Background: an optimization exercise with open tools, aiming at small area, a short achievable clock period and few clock cycles. Do not read the settings as production practice.
Function was checked by simulation only, so behaviour that the tests miss may differ from the original.
Power figures rest on the tool's default switching activity, not on a simulated workload.

===== config.mk =====
export PLATFORM = sky130hd
export DESIGN_NAME = instr_parser_top
export DESIGN_NICKNAME = instr_parser_top
export VERILOG_FILES = /design/flow/design.v
export SDC_FILE = /design/flow/constraint.sdc
export NUM_CORES = 4
export LEC_CHECK = 0
export CAP_MARGIN = 20
export CORE_MARGIN = 2
export CORE_UTILIZATION = 40
export PLACE_DENSITY = 0.6
export SLEW_MARGIN = 20

===== constraint.sdc =====
create_clock -name core_clock -period 5.5 [get_ports {clk}]
set_input_delay 1.1000 -clock core_clock [delete_from_list [all_inputs] [get_ports {clk}]]
set_output_delay 1.1000 -clock core_clock [all_outputs]
set_load 0.01 [all_outputs]

===== design.v =====
`timescale 1ns/1ps
package cmd_pkg;
    localparam int byte_w    = 8;
    localparam int word_w    = 16;
    localparam int ram_depth = 256;
    localparam int ram_aw    = 8;
    localparam logic [byte_w-1:0] op_disable   = 8'd0;
    localparam logic [byte_w-1:0] op_enable    = 8'd1;
    localparam logic [byte_w-1:0] op_write_reg = 8'd2;
    localparam logic [byte_w-1:0] op_read_reg  = 8'd3;
    localparam logic [byte_w-1:0] op_write_ram = 8'd6;
    localparam logic [byte_w-1:0] op_read_ram  = 8'd7;
    localparam logic [byte_w-1:0] reg_sum  = 8'd0;
    localparam logic [byte_w-1:0] reg_num1 = 8'd1;
    localparam logic [byte_w-1:0] reg_num2 = 8'd2;
    localparam logic [byte_w-1:0] reg_num3 = 8'd3;
    localparam logic [byte_w-1:0] reg_en   = 8'd4;
endpackage
`timescale 1ns/1ps
module word_ram (
    input  logic                        clk,
    input  logic                        we,
    input  logic [cmd_pkg::ram_aw-1:0]  waddr,
    input  logic [cmd_pkg::word_w-1:0]  wdata,
    input  logic [cmd_pkg::ram_aw-1:0]  raddr,
    output logic [cmd_pkg::word_w-1:0]  rdata
);
    logic [cmd_pkg::word_w-1:0] mem [cmd_pkg::ram_depth];
    always_ff @(posedge clk) begin
        if (we)
            mem[waddr] <= wdata;
    end
    always_ff @(posedge clk) begin
        rdata <= mem[raddr];
    end
endmodule
`timescale 1ns/1ps
module frame_parser (
    input  logic                        clk,
    input  logic                        rst_n,
    input  logic                        rx_valid,
    input  logic [cmd_pkg::byte_w-1:0]  rx_data,
    output logic                        rx_ready,
    output logic                        cmd_valid,
    input  logic                        cmd_ready,
    output logic [cmd_pkg::byte_w-1:0]  cmd_op,
    output logic [cmd_pkg::word_w-1:0]  cmd_addr,
    output logic [cmd_pkg::word_w-1:0]  cmd_data
);
    localparam logic [2:0] ph_idle    = 3'd0;
    localparam logic [2:0] ph_addr    = 3'd1;
    localparam logic [2:0] ph_count   = 3'd2;
    localparam logic [2:0] ph_data_lo = 3'd3;
    localparam logic [2:0] ph_data_hi = 3'd4;
    localparam logic [2:0] ph_emit    = 3'd5;
    localparam int bw = cmd_pkg::byte_w;
    localparam int ww = cmd_pkg::word_w;
    logic [2:0]         phase;
    logic [2:0]         phase_d;
    logic [bw-1:0]      op_q;
    logic [ww-1:0]      addr_q;
    logic [ww-1:0]      data_q;
    logic [ww-1:0]      count_q;
    logic               hi_byte;
    logic               rx_fire;
    logic               item_fire;
    logic               is_ram;
    assign rx_fire   = rx_valid && rx_ready;
    assign item_fire = cmd_valid && cmd_ready;
    assign is_ram    = (op_q == cmd_pkg::op_write_ram) || (op_q == cmd_pkg::op_read_ram);
    assign cmd_valid = (phase == ph_emit);
    assign cmd_op    = op_q;
    assign cmd_addr  = addr_q;
    assign cmd_data  = data_q;
    always_comb begin
        phase_d = phase;
        case (phase)
            ph_idle: begin
                if (rx_fire) begin
                    case (rx_data)
                        cmd_pkg::op_disable,
                        cmd_pkg::op_enable:    phase_d = ph_emit;
                        cmd_pkg::op_write_reg,
                        cmd_pkg::op_read_reg,
                        cmd_pkg::op_write_ram,
                        cmd_pkg::op_read_ram:  phase_d = ph_addr;
                        default:               phase_d = ph_idle;
                    endcase
                end
            end
            ph_addr: begin
                if (rx_fire) begin
                    if (!is_ram)
                        phase_d = (op_q == cmd_pkg::op_read_reg) ? ph_emit : ph_data_lo;
                    else if (hi_byte)
                        phase_d = ph_count;
                end
            end
            ph_count: begin
                if (rx_fire && hi_byte) begin
                    if ({rx_data, count_q[bw-1:0]} == '0)
                        phase_d = ph_idle;
                    else if (op_q == cmd_pkg::op_write_ram)
                        phase_d = ph_data_lo;
                    else
                        phase_d = ph_emit;
                end
            end
            ph_data_lo: begin
                if (rx_fire)
                    phase_d = ph_data_hi;
            end
            ph_data_hi: begin
                if (rx_fire)
                    phase_d = ph_emit;
            end
            ph_emit: begin
                if (item_fire) begin
                    if (!is_ram || count_q == ww'(1))
                        phase_d = ph_idle;
                    else if (op_q == cmd_pkg::op_write_ram)
                        phase_d = ph_data_lo;
                end
            end
            default: phase_d = ph_idle;
        endcase
    end
    always_ff @(posedge clk or negedge rst_n) begin
        if (!rst_n) begin
            phase    <= ph_idle;
            rx_ready <= 1'b0;
            op_q     <= cmd_pkg::op_disable;
            hi_byte  <= 1'b0;
            count_q  <= '0;
        end else begin
            phase    <= phase_d;
            rx_ready <= (phase_d != ph_emit);
            if (phase == ph_idle && rx_fire)
                op_q <= rx_data;
            if (rx_fire && (phase == ph_addr || phase == ph_count))
                hi_byte <= is_ram && !hi_byte;
            if (rx_fire && phase == ph_count) begin
                if (hi_byte)
                    count_q[ww-1:bw] <= rx_data;
                else
                    count_q[bw-1:0] <= rx_data;
            end else if (item_fire && is_ram) begin
                count_q <= count_q - ww'(1);
            end
        end
    end
    always_ff @(posedge clk) begin
        if (rx_fire) begin
            case (phase)
                ph_addr: begin
                    if (!is_ram)
                        addr_q <= {{(ww-bw){1'b0}}, rx_data};
                    else if (hi_byte)
                        addr_q[ww-1:bw] <= rx_data;
                    else
                        addr_q[bw-1:0] <= rx_data;
                end
                ph_data_lo: data_q[bw-1:0] <= rx_data;
                ph_data_hi: data_q[ww-1:bw] <= rx_data;
                default: ;
            endcase
        end else if (item_fire && is_ram) begin
            addr_q <= addr_q + ww'(1);
        end
    end
endmodule
`timescale 1ns/1ps
module cmd_executor (
    input  logic                        clk,
    input  logic                        rst_n,
    input  logic                        cmd_valid,
    output logic                        cmd_ready,
    input  logic [cmd_pkg::byte_w-1:0]  cmd_op,
    input  logic [cmd_pkg::word_w-1:0]  cmd_addr,
    input  logic [cmd_pkg::word_w-1:0]  cmd_data,
    output logic                        resp_valid,
    output logic [cmd_pkg::word_w-1:0]  resp_data,
    input  logic                        resp_ready,
    input  logic [cmd_pkg::word_w-1:0]  sum,
    output logic [cmd_pkg::word_w-1:0]  num1,
    output logic [cmd_pkg::word_w-1:0]  num2,
    output logic [cmd_pkg::word_w-1:0]  num3,
    output logic                        en
);
    localparam int ww = cmd_pkg::word_w;
    localparam int aw = cmd_pkg::ram_aw;
    logic [cmd_pkg::byte_w-1:0] reg_sel;
    logic               item_fire;
    logic               in_range;
    logic [ww-1:0]      reg_rd;
    logic [ww-1:0]      reg_rd_q;
    logic               from_ram_q;
    logic               ram_ok_q;
    logic               ram_we;
    logic [aw-1:0]      ram_raddr;
    logic [aw-1:0]      raddr_q;
    logic [ww-1:0]      ram_rdata;
    assign cmd_ready = !resp_valid;
    assign item_fire = cmd_valid && cmd_ready;
    assign reg_sel   = cmd_addr[cmd_pkg::byte_w-1:0];
    assign in_range  = cmd_addr < ww'(cmd_pkg::ram_depth);
    always_comb begin
        case (reg_sel)
            cmd_pkg::reg_sum:  reg_rd = sum;
            cmd_pkg::reg_num1: reg_rd = num1;
            cmd_pkg::reg_num2: reg_rd = num2;
            cmd_pkg::reg_num3: reg_rd = num3;
            cmd_pkg::reg_en:   reg_rd = {{(ww-1){1'b0}}, en};
            default:           reg_rd = '0;
        endcase
    end
    always_ff @(posedge clk or negedge rst_n) begin
        if (!rst_n) begin
            num1 <= '0;
            num2 <= '0;
            num3 <= '0;
            en   <= 1'b0;
        end else if (item_fire) begin
            case (cmd_op)
                cmd_pkg::op_disable: en <= 1'b0;
                cmd_pkg::op_enable:  en <= 1'b1;
                cmd_pkg::op_write_reg: begin
                    case (reg_sel)
                        cmd_pkg::reg_num1: num1 <= cmd_data;
                        cmd_pkg::reg_num2: num2 <= cmd_data;
                        cmd_pkg::reg_num3: num3 <= cmd_data;
                        default: ;
                    endcase
                end
                default: ;
            endcase
        end
    end
    always_ff @(posedge clk or negedge rst_n) begin
        if (!rst_n) begin
            resp_valid <= 1'b0;
            from_ram_q <= 1'b0;
            ram_ok_q   <= 1'b0;
        end else if (item_fire && (cmd_op == cmd_pkg::op_read_reg
                                   || cmd_op == cmd_pkg::op_read_ram)) begin
            resp_valid <= 1'b1;
            from_ram_q <= (cmd_op == cmd_pkg::op_read_ram);
            ram_ok_q   <= in_range;
        end else if (resp_ready) begin
            resp_valid <= 1'b0;
        end
    end
    assign ram_raddr = (item_fire && cmd_op == cmd_pkg::op_read_ram)
                     ? cmd_addr[aw-1:0] : raddr_q;
    assign ram_we    = item_fire && (cmd_op == cmd_pkg::op_write_ram) && in_range;
    always_ff @(posedge clk) begin
        raddr_q <= ram_raddr;
        if (item_fire && cmd_op == cmd_pkg::op_read_reg)
            reg_rd_q <= reg_rd;
    end
    assign resp_data = from_ram_q ? (ram_ok_q ? ram_rdata : '0) : reg_rd_q;
    word_ram u_ram (
        .clk   (clk),
        .we    (ram_we),
        .waddr (cmd_addr[aw-1:0]),
        .wdata (cmd_data),
        .raddr (ram_raddr),
        .rdata (ram_rdata)
    );
endmodule
`timescale 1ns/1ps
module word_serializer (
    input  logic                        clk,
    input  logic                        rst_n,
    input  logic                        resp_valid,
    input  logic [cmd_pkg::word_w-1:0]  resp_data,
    output logic                        resp_ready,
    output logic                        tx_valid,
    output logic [cmd_pkg::byte_w-1:0]  tx_data,
    input  logic                        tx_ready
);
    localparam int bw = cmd_pkg::byte_w;
    localparam int ww = cmd_pkg::word_w;
    logic [ww-1:0]  word_q;
    logic           full;
    logic           hi_sel;
    assign resp_ready = !full;
    assign tx_valid   = full;
    assign tx_data    = hi_sel ? word_q[ww-1:bw] : word_q[bw-1:0];
    always_ff @(posedge clk or negedge rst_n) begin
        if (!rst_n) begin
            full   <= 1'b0;
            hi_sel <= 1'b0;
        end else if (resp_valid && resp_ready) begin
            full   <= 1'b1;
            hi_sel <= 1'b0;
        end else if (tx_valid && tx_ready) begin
            if (hi_sel)
                full <= 1'b0;
            else
                hi_sel <= 1'b1;
        end
    end
    always_ff @(posedge clk) begin
        if (resp_valid && resp_ready)
            word_q <= resp_data;
    end
endmodule
`timescale 1ns/1ps
module instr_parser_top (
    input  logic                        clk,
    input  logic                        rst_n,
    input  logic                        rx_valid,
    input  logic [cmd_pkg::byte_w-1:0]  rx_data,
    output logic                        rx_ready,
    output logic                        tx_valid,
    output logic [cmd_pkg::byte_w-1:0]  tx_data,
    input  logic                        tx_ready,
    input  logic [cmd_pkg::word_w-1:0]  sum,
    output logic [cmd_pkg::word_w-1:0]  num1,
    output logic [cmd_pkg::word_w-1:0]  num2,
    output logic [cmd_pkg::word_w-1:0]  num3,
    output logic                        en
);
    logic                       resp_valid;
    logic [cmd_pkg::word_w-1:0] resp_data;
    logic                       resp_ready;
    logic                       cmd_valid;
    logic                       cmd_ready;
    logic [cmd_pkg::byte_w-1:0] cmd_op;
    logic [cmd_pkg::word_w-1:0] cmd_addr;
    logic [cmd_pkg::word_w-1:0] cmd_data;
    frame_parser u_parser (
        .clk      (clk),
        .rst_n    (rst_n),
        .rx_valid (rx_valid),
        .rx_data  (rx_data),
        .rx_ready (rx_ready),
        .cmd_valid(cmd_valid),
        .cmd_ready(cmd_ready),
        .cmd_op   (cmd_op),
        .cmd_addr (cmd_addr),
        .cmd_data (cmd_data)
    );
    cmd_executor u_exec (
        .clk        (clk),
        .rst_n      (rst_n),
        .cmd_valid  (cmd_valid),
        .cmd_ready  (cmd_ready),
        .cmd_op     (cmd_op),
        .cmd_addr   (cmd_addr),
        .cmd_data   (cmd_data),
        .resp_valid (resp_valid),
        .resp_data  (resp_data),
        .resp_ready (resp_ready),
        .sum        (sum),
        .num1       (num1),
        .num2       (num2),
        .num3       (num3),
        .en         (en)
    );
    word_serializer u_ser (
        .clk        (clk),
        .rst_n      (rst_n),
        .resp_valid (resp_valid),
        .resp_data  (resp_data),
        .resp_ready (resp_ready),
        .tx_valid   (tx_valid),
        .tx_data    (tx_data),
        .tx_ready   (tx_ready)
    );
endmodule

===== run.sh =====
#!/bin/bash
# synth_recipe.tcl (not shown) runs the flow's synth.tcl, then flattens the netlist and writes it again
# the make line also repeats each setting of config.mk as NAME=value (left out here)
make -C /OpenROAD-flow-scripts/flow DESIGN_CONFIG=/design/flow/config.mk WORK_HOME=/design/flow/orfs CLKGATE_MAP_FILE= SYNTH_SCRIPT=/design/flow/synth_recipe.tcl finish

==> reports/qor.log <==
[finish] footprint of the flip-flops and latches 127000 µm²
[finish] fraction of layout cells with a size suffix above 1 13.8%
[die] Floorplan Core Area 410000 µm²
[die] number of ports placed on the die boundary 87
[drt] total via count after detailed routing 97700
[grt] GRT Total Usage 22.3%
[logic_synthesis] number of distinct library cells after synthesis 68
[grt] first-pass GRT wire length 678 mm
[drt] number of design-rule violations left by the first detailed-router iteration 13800
[logic_synthesis] post-synthesis adder-cell area fraction 0.0533%
[drt] wire length per cell after detailed routing 28.3 µm
[critical_path] type of the worst setup path register to register
[sta] final period demand of the worst path 5.15 ns
[finish] fill count 34800
[finish] layout overhead on the synthesized area 14.4%
[critical_path] FF-to-FF Start u_parser.phase[0]
[die] starting utilization of the core area 40.2%
[cts] number of buffers created by CTS 420
[critical_path] CP max FO 27
[sta] setup skew after layout 0.0528 ns
[die] Std-Cell Rows 235
[cts] Worst-path clk slew 0.06 ns
[critical_path] Worst R2R Path Depth 10
[finish] area of the multi-input gates 34100 µm²
[logic_synthesis] post-synthesis sequential element count 4267
[power_and_ir_drop] Peak supply drop 0.281 mV
[cts] H-tree levels 5
[sta] total negative setup slack 0 ns
[placement] final weighted congestion of routability-driven global placement 0.874
[logic_synthesis] number of instances in the synthesized netlist 10600
[grt] total overflow reported by the global router 0
[critical_path] Worst R2R Setup Slack 0.35 ns
[logic_synthesis] Post-Syn Area 164000 µm²
[cts] CTS root buf sky130_fd_sc_hd__clkbuf_16
[critical_path] kind of end point of the critical path register
[critical_path] startpoint type of the worst setup path register
[sta] setup-violating endpoint count in the final report 0
[cts] clock tree from TritonCTS yes
[placement] estimated wirelength of the detail-placed design 277 mm
[placement] input/output buffers 86
[cts] CTS sink count 4267
[cts] clock latency on the worst-skew pair 1.01 ns
[sta] final hold violation count 0
[grt] maximum number of pins on one net before global-route repair 195
[drt] Post-Route WL 476 mm
[logic_synthesis] average instance area after synthesis 15.5 µm²
[outcome] outcome timing/DRC/antenna clean
[power_and_ir_drop] static leakage power 60.1 nW
[cts] maximum count of clock buffers along a single path 4
[logic_synthesis] sequential-to-total area share from yosys stat 77.5%
[logic_synthesis] post-synthesis simple-gate area fraction 10.2%
[logic_synthesis] Post-synth EDFFs 4160
[finish] final core area utilization 46.0%
[sta] worst relative slew slack 16.6%
[logic_synthesis] Post-Syn Nets 10700
[critical_path] end of the worst register-to-register path u_exec.u_ram.rdata[1]
[logic_synthesis] multiplexer area fraction after synthesis 5.30%
[grt] initial antenna violation count 22
[sta] RSZ-0062 raised after global routing no
[logic_synthesis] Synth Area in XOR/XNOR 0.0746%
[job] count of max-cap constraint violations 0
[cts] buffers inserted during post-CTS setup optimization 0
[critical_path] arrival time of the worst setup path 6.02 ns
[logic_synthesis] Synth Area in Compound Gates 4.87%
[sta] final worst path period share 93.6%
[drt] DRC violations left 0
[hold_path] class of the tightest hold or removal check primary input to asynchronous set/reset pin
[logic_synthesis] proportion of synthesized flip-flops having asynchronous set or reset 1.95%
[logic_synthesis] main combinational cell family by area after synthesis simple AND/OR/NAND/NOR gates
[critical_path] required time at the endpoint of the critical path 6.37 ns
[finish] number of nets in the layout 11100
[cts] total of hold buffers inserted after clock tree synthesis 0
[cts] post-cts gate resize count 0
[grt] via count of the first global-routing pass 93300
[drt] number of antenna-violating nets in the routed design 0
[power_and_ir_drop] ratio of total power to cell area 340 nW/µm²
[die] horizontal extent of the die 645 µm
[sta] maximum clock rate 194 MHz
[sta] slew at the pin closest to its max-slew limit 1.25 ns
[die] Vert. Die Dim 645 µm
[logic_synthesis] Synth warnings 4
[sta] Pins Over Slew Limit 0
[drt] number of detailed-route iterations in the first pass 6
[die] full die area 416000 µm²
[drt] per-cell via count in the routed design 5.80
[logic_synthesis] top flip-flop cell by instance count after synthesis sky130_fd_sc_hd__edfxtp_1
## metrics by stage
step	hold slack (ns)	setup WS, ns	power, mW	instances	area [µm²]
after floorplan	0.462	1.41	35.9	10600	164000
after global placement	0.484	0.387	35.9	16100	174000
after detailed placement	0.503	0.347	35.9	16100	174000
after CTS	0.296	0.351	64.3	16800	188000
after global routing	0.234	0.284	65.5	16800	188000
final	0.195	0.351	64.0	16900	188000
## metal layers
metal	global-route usage [%]	vias to the layer above	routed length (µm)
li1	-	41700	-
met1	31.4	50300	193000
met2	35.2	5012	221000
met3	3.69	706	44200
met4	7.81	2	17200
met5	0	-	14
## cell usage after synthesis, types with 32 or more instances
cell                        instances  area, µm²
sky130_fd_sc_hd__buf_4             66        495
sky130_fd_sc_hd__mux2_2            68        766
sky130_fd_sc_hd__nand4_1          262       1640
sky130_fd_sc_hd__o2111ai_1        110        963
sky130_fd_sc_hd__nand2_1         2472       9280
sky130_fd_sc_hd__mux4_2           256       5770
sky130_fd_sc_hd__buf_2            177        886
sky130_fd_sc_hd__dfrtp_1           83       2080
sky130_fd_sc_hd__nand3_1          803       4020
sky130_fd_sc_hd__clkbuf_1         366       1370
sky130_fd_sc_hd__a31oi_1          318       1990
sky130_fd_sc_hd__buf_1             37        139
sky130_fd_sc_hd__a2111oi_0         32        280
sky130_fd_sc_hd__a221oi_1         206       1800
sky130_fd_sc_hd__a22oi_1           84        631
sky130_fd_sc_hd__mux2i_1          213       2130
sky130_fd_sc_hd__edfxtp_1        4160     125000
sky130_fd_sc_hd__nor2_1           315       1180
sky130_fd_sc_hd__a21oi_1          199        996
sky130_fd_sc_hd__o21ai_0          146        731
## critical path: stages, from the launching register on
cell and delay [ns]:
sky130_fd_sc_hd__dfrtp_1 0.55, sky130_fd_sc_hd__and4bb_4 0.37, sky130_fd_sc_hd__nand4_4 0.58, sky130_fd_sc_hd__nand3b_1 0.41, sky130_fd_sc_hd__nand2_4 0.43, sky130_fd_sc_hd__buf_12 0.39, sky130_fd_sc_hd__a31oi_1 0.18, sky130_fd_sc_hd__nand4_1 0.34
sky130_fd_sc_hd__a32oi_1 0.78, sky130_fd_sc_hd__a31oi_1 0.56, sky130_fd_sc_hd__nor4_1 0.37
## where the power goes
group | switching, mW | leakage, nW | total, mW | internal (mW)
Clock | 12.4 | 6.73 | 28.7 | 16.4
Sequential | 0.0149 | 38.7 | 35.1 | 35.1
Combinational | 0.0674 | 14.7 | 0.109 | 0.0412
Total | 12.4 | 60.1 | 64.0 | 51.6
## state kept, by name (all words and copies together), names as in the netlist, 8 cells and up
name and count:
u_exec.num1 16, u_exec.num2 16, u_exec.num3 16, u_exec.raddr_q 8, u_exec.reg_rd_q 16, u_exec.u_ram.mem 4096, u_exec.u_ram.rdata 16, u_parser.addr_q 16
u_parser.count_q 16, u_parser.data_q 16, u_parser.op_q 8, u_ser.word_q 16
## layout by cell type (no fill, tap or decap), types with 8 or more instances in the layout
cell type                         count
sky130_fd_sc_hd__edfxtp_1          4160
sky130_fd_sc_hd__nand2_1           2459
sky130_fd_sc_hd__nand3_1            802
sky130_fd_sc_hd__buf_4              483
sky130_fd_sc_hd__clkbuf_16          426
sky130_fd_sc_hd__a31oi_1            312
sky130_fd_sc_hd__nor2_1             278
sky130_fd_sc_hd__nand4_1            262
sky130_fd_sc_hd__mux4_2             256
sky130_fd_sc_hd__mux2i_1            208
sky130_fd_sc_hd__a221oi_1           206
sky130_fd_sc_hd__a21oi_1            197
sky130_fd_sc_hd__o21ai_0            146
sky130_fd_sc_hd__o2111ai_1          110
sky130_fd_sc_hd__clkinv_1           100
sky130_fd_sc_hd__clkdlybuf4s50_1     85
sky130_fd_sc_hd__a22oi_1             84
sky130_fd_sc_hd__clkinv_2            84
sky130_fd_sc_hd__dfrtp_1             83
sky130_fd_sc_hd__clkbuf_1            77
sky130_fd_sc_hd__buf_12              70
sky130_fd_sc_hd__mux2_2              67
sky130_fd_sc_hd__bufinv_16           43
sky130_fd_sc_hd__a2111oi_0           32
sky130_fd_sc_hd__nor2_2              32
sky130_fd_sc_hd__inv_1               30
sky130_fd_sc_hd__dfxtp_1             24
sky130_fd_sc_hd__nor4_1              23
sky130_fd_sc_hd__a32oi_1             19
sky130_fd_sc_hd__a221o_1             18
sky130_fd_sc_hd__diode_2             11
sky130_fd_sc_hd__clkinvlp_4          11
sky130_fd_sc_hd__nor2b_1             10
sky130_fd_sc_hd__nor3_1              10
sky130_fd_sc_hd__o22ai_1             10
sky130_fd_sc_hd__clkbuf_8             9
sky130_fd_sc_hd__mux2i_4              8
sky130_fd_sc_hd__xnor2_1              8
## how the worst max path moves through the flow
stage | to | cells after the start | from
after floorplan | u_exec.u_ram.mem[0][0] | 0 | u_parser.data_q[0]
after global placement | u_exec.u_ram.rdata[1] | 10 | u_parser.phase[1]
after detailed placement | u_exec.u_ram.rdata[1] | 10 | u_parser.phase[0]
after CTS | u_exec.u_ram.rdata[1] | 10 | u_parser.phase[0]
after global routing | u_exec.u_ram.rdata[10] | 11 | u_parser.phase[0]
final | u_exec.u_ram.rdata[1] | 10 | u_parser.phase[0]
## logic make-up (layout without fill, tap and decap cells)
logic type	count (synthesis)	count (layout)
and+or+nand+nor	3942	3942
DFF	4267	4267
muxes	541	541
adders and majority gates	7	7
xor gates and xnor gates	14	14
other	0	11
buffers and inverters	704	1453
AOI/OAI and AO/OA	1166	1166
## area by class of cell
class | count | area share (%)
Sequential cell | 4267 | 67.7
Multi-Input combinational cell | 5670 | 18.1
Clock buffer | 512 | 5.88
Tap cell | 5451 | 3.62
Timing Repair Buffer | 641 | 3.15
Clock inverter | 268 | 1.43
Inverter | 32 | 0.0718
Antenna cell | 11 | 0.0146
Testbench counts, summed over its fixed seeds: cycles 67,275.

==> separate check: timing with driven ports <==
How much do the figures lean on ideal ports? The routed layout below was timed once more, with nothing changed but the port constraints. Step 1 sets driving cells, clkbuf_16 on the clock port and buf_2 on the other inputs (assumed; they add their load-dependent delay and slew). Step 2 moves the port delays by t, midway between the first and last clock arrival at a register: inputs arrive t later, outputs are due t later. That takes back most of the time a late clock gives input paths. Three values: ideal ports, drivers, drivers and shift; two values: the first two.
t, ns: 1.081
setup WS [ns]: 0.351 / 0.351 / 0.351
pins driven straight from the clock port: 1
After both steps setup and hold are still met in this run. For this run, drivers alone change the setup slack by 0.000 ns; drivers and shift together by 0.000 ns.
